Source: an optimization exercise on an open RTL-to-GDS flow (aim: small area, a short achievable clock period and few clock cycles). Production flows keep margins and buffers that such runs may drop.
Only simulation tests tie the RTL to the original design; equivalence was not proved.
Power is estimated from default activity; no workload was simulated.

exp/zinc:
// softmax_top
module softmax_top (
  input  logic                   clk,
  input  logic                   reset,
  input  logic                   start,
  input  softmax_pkg::addr_t     start_addr,
  input  softmax_pkg::addr_t     end_addr,
  output logic                   wb_cyc,
  output logic                   wb_stb,
  output softmax_pkg::addr_t     wb_adr,
  input  softmax_pkg::row_t      wb_rdata,
  input  logic                   wb_ack,
  output logic                   out_valid,
  output softmax_pkg::diff_row_t out_row,
  output softmax_pkg::sum_t      sum,
  output logic                   busy,
  output logic                   done
);
Settings: LEC_CHECK=0, ABC_AREA=1, CAP_MARGIN=20, CORE_MARGIN=2, CORE_UTILIZATION=55, CTS_BUF_LIST=sky130_fd_sc_hd__clkbuf_8, SETUP_SLACK_MARGIN=2.8, SLEW_MARGIN=20; clock period 5.5 ns.
standard.sh (not shown) runs the stock make flow with config.mk's settings and CLKGATE_MAP_FILE= SYNTH_SCRIPT=/design/flow/synth_recipe.tcl, a recipe that flattens the netlist after the stock synthesis.
==> flow/flow/run.sh <==
#!/bin/bash
# The standard layout, with two changes to how it is made:
#  - ports are buffered with plain buffers (sky130_fd_sc_hd__buf_4) instead of
#    the delay cells buffer_ports picks by default;
#  - the resizer may change a cell's footprint when it sizes it.
# Synthesis is the standard one (standard.sh runs it unchanged).
set -euo pipefail
cd "$(dirname "$0")/.."
bash standard.sh \
  MATCH_CELL_FOOTPRINT=0 \
  "BUFFER_PORTS_ARGS=-buffer_cell sky130_fd_sc_hd__buf_4" \
  finish > flow_make.log 2>&1
exp/zinc has completed all stages; timing, DRC and antenna checks passed.
Testbench counts of exp/zinc, summed over its fixed seeds: cycles 20,322.
#### Input delta (exp/maple over exp/zinc)
--- a/flow/config.mk
+++ b/flow/config.mk
@@ -10,4 +10,5 @@
 export CORE_MARGIN = 2
-export CORE_UTILIZATION = 55
+export CORE_UTILIZATION = 65
 export CTS_BUF_LIST = sky130_fd_sc_hd__clkbuf_8
+export PLACE_DENSITY = 0.75
 export SETUP_SLACK_MARGIN = 2.8
exp/maple: flow completed, timing, DRC and antenna clean. exp/zinc | status: complete | timing, DRC, antenna: pass. Final period utilization for exp/maple is higher than for exp/zinc. NOTE: routed wire length in exp/maple exceeds that of exp/zinc. The design area was comparable across exp/zinc and exp/maple.
Modified inputs, exp/willow compared to exp/maple
--- a/flow/config.mk
+++ b/flow/config.mk
@@ -10,3 +10,3 @@
 export CORE_MARGIN = 2
-export CORE_UTILIZATION = 65
+export CORE_UTILIZATION = 55
 export CTS_BUF_LIST = sky130_fd_sc_hd__clkbuf_8
Notes after the runs:
- Lower count of clock-buffer cells in the layout goes to exp/willow over exp/maple.
- u_buffer.head[41] as the capturing instance or port of the critical path was reported by exp/willow, and u_sub.out_row[30] by exp/maple.
- Compared exp/willow vs exp/maple, and post-route worst setup slack is down in exp/willow.
- The lower post-route clock period utilization of exp/maple and exp/willow is in exp/maple.
- The run with more routed wire is exp/willow, not exp/maple.
--- input diff exp/willow..exp/fjord ---
--- a/flow/config.mk
+++ b/flow/config.mk
@@ -11,4 +11,3 @@
 export CORE_UTILIZATION = 55
-export CTS_BUF_LIST = sky130_fd_sc_hd__clkbuf_8
-export PLACE_DENSITY = 0.75
+export CTS_BUF_LIST = sky130_fd_sc_hd__clkbuf_4 sky130_fd_sc_hd__clkbuf_8
 export SETUP_SLACK_MARGIN = 2.8
[summary]
exp/willow → exp/fjord: clock-buffer cell count has increased, cell-internal power has increased.
The estimated power of exp/fjord ends up higher than the estimate for exp/willow.
Post-route cell area delta (exp/willow -> exp/fjord): insignificant
For number of cells after detailed placement, exp/willow and exp/fjord come out practically identical.
As far as xor/xnor share of the synthesized area is concerned, exp/willow and exp/fjord perform about the same.
Fraction of final layout cells with drive strength greater than 1 delta for exp/fjord relative to exp/willow: 0.81 points higher
exp/willow and exp/fjord ended up with roughly the same fraction of area in registers.
Looking at hold slack, exp/fjord sits 0.0051 ns below exp/willow.
Combinational power share was lower in the run labelled exp/fjord.
[inputs] exp/quartz vs exp/fjord
--- a/flow/config.mk
+++ b/flow/config.mk
@@ -11,3 +11,3 @@
 export CORE_UTILIZATION = 55
-export CTS_BUF_LIST = sky130_fd_sc_hd__clkbuf_4 sky130_fd_sc_hd__clkbuf_8
+export CTS_BUF_LIST = sky130_fd_sc_hd__clkbuf_4
 export SETUP_SLACK_MARGIN = 2.8
==> summary.txt <==
Between exp/quartz and exp/fjord, it is exp/quartz whose power consumed by the clock network is lower, by 5.6%.
Per the comparison of exp/quartz with exp/fjord, final critical path time including I/O delays and setup now sits higher; count of inverters other than clock inverters in the layout did not really move; depth of the critical timing path with buffers and inverters included now sits lower; cell count of the worst reg-to-reg path shows an increase of 10.
exp/quartz ran to completion and came out clean on the timing, design-rule and antenna checks.
| clock skew | exp/quartz vs exp/fjord | worse |
Higher total power among exp/fjord and exp/quartz: exp/fjord
A critical setup path kind of reg2out is what exp/quartz shows, while in2reg belongs to exp/fjord.
Comparing vias per cell for exp/fjord and exp/quartz, the bigger number came from exp/fjord.
Final net count: exp/quartz vs exp/fjord up 0.82%

---

Another version of the RTL of softmax_top (not shown whole).
Size: about 2900 cells after synthesis, about 630 flip-flops.
make LEC_CHECK=0 ABC_AREA=1 CAP_MARGIN=20 CORE_MARGIN=2 CORE_UTILIZATION=55 CTS_BUF_LIST=sky130_fd_sc_hd__clkbuf_8 SETUP_SLACK_MARGIN=2.5 SLEW_MARGIN=20 finish   # period 5.5 ns
run.sh (not shown) runs the stock make flow with config.mk's settings and CLKGATE_MAP_FILE= SYNTH_SCRIPT=/design/flow/synth_recipe.tcl, a recipe that flattens the netlist after the stock synthesis.
Stock flow here: none of the scripts above is used.
Testbench counts at the start, summed over its fixed seeds: cycles 20,322.
Rerun with:
- SETUP_SLACK_MARGIN: 2.5 -> 3.0
What happened:
- The changed run finished clean
- global-route usage goes up by 2.3 points
- hold slack is better by 0.025 ns
- clock skew rose by 0.015 ns
- total power barely changes
- synthesized cell count is unchanged
- cell count goes up by a few percent
- die area is unchanged

[static timing again, ports no longer ideal]
The flow's constraints put no driver on any port. The routed layouts listed below were extracted and timed again, unchanged, in two steps.
Step 1 (the two cells are an assumption about what drives the block):
set clk [get_ports {clk}]
set_driving_cell -lib_cell sky130_fd_sc_hd__clkbuf_16 $clk
set_driving_cell -lib_cell sky130_fd_sc_hd__buf_2 [delete_from_list [all_inputs] $clk]
Step 2 also shifts input and output timing later by t, the mid clock arrival at the registers, as if the neighbouring blocks saw the same clock.
a / b / c = no drivers / after step 1 / after step 2; a / b = the first two.
run	shift t [ns]	setup WS [ns]	hold slack, ns	latest minus earliest clock arrival (ns)	pins driven straight from the clock port
exp/zinc	0.776	2.861 / 2.861 / 2.101	0.448 / 0.448 / 0.448	0.037 / 0.038	1
exp/maple	0.749	2.831 / 2.831 / 2.090	0.452 / 0.452 / 0.452	0.052 / 0.052	1
exp/willow	0.786	2.767 / 2.767 / 2.047	0.456 / 0.456 / 0.456	0.029 / 0.030	1
exp/fjord	0.775	2.857 / 2.871 / 2.096	0.451 / 0.451 / 0.451	0.046 / 0.046	1
exp/quartz	1.093	2.790 / 2.728 / 1.839	0.243 / 0.213 / 0.448	0.060 / 0.060	1
the first run of note 2	0.764	2.540 / 2.540 / 1.815	0.453 / 0.453 / 0.453	0.029 / 0.029	1
the second run of note 2	0.796	2.617 / 2.617 / 2.181	0.478 / 0.478 / 0.478	0.047 / 0.047	1
After both steps setup and hold are still met in every run listed. The setup slack of exp/quartz, which loses most, moves by -0.062 ns with the drivers and by -0.951 ns with both steps.
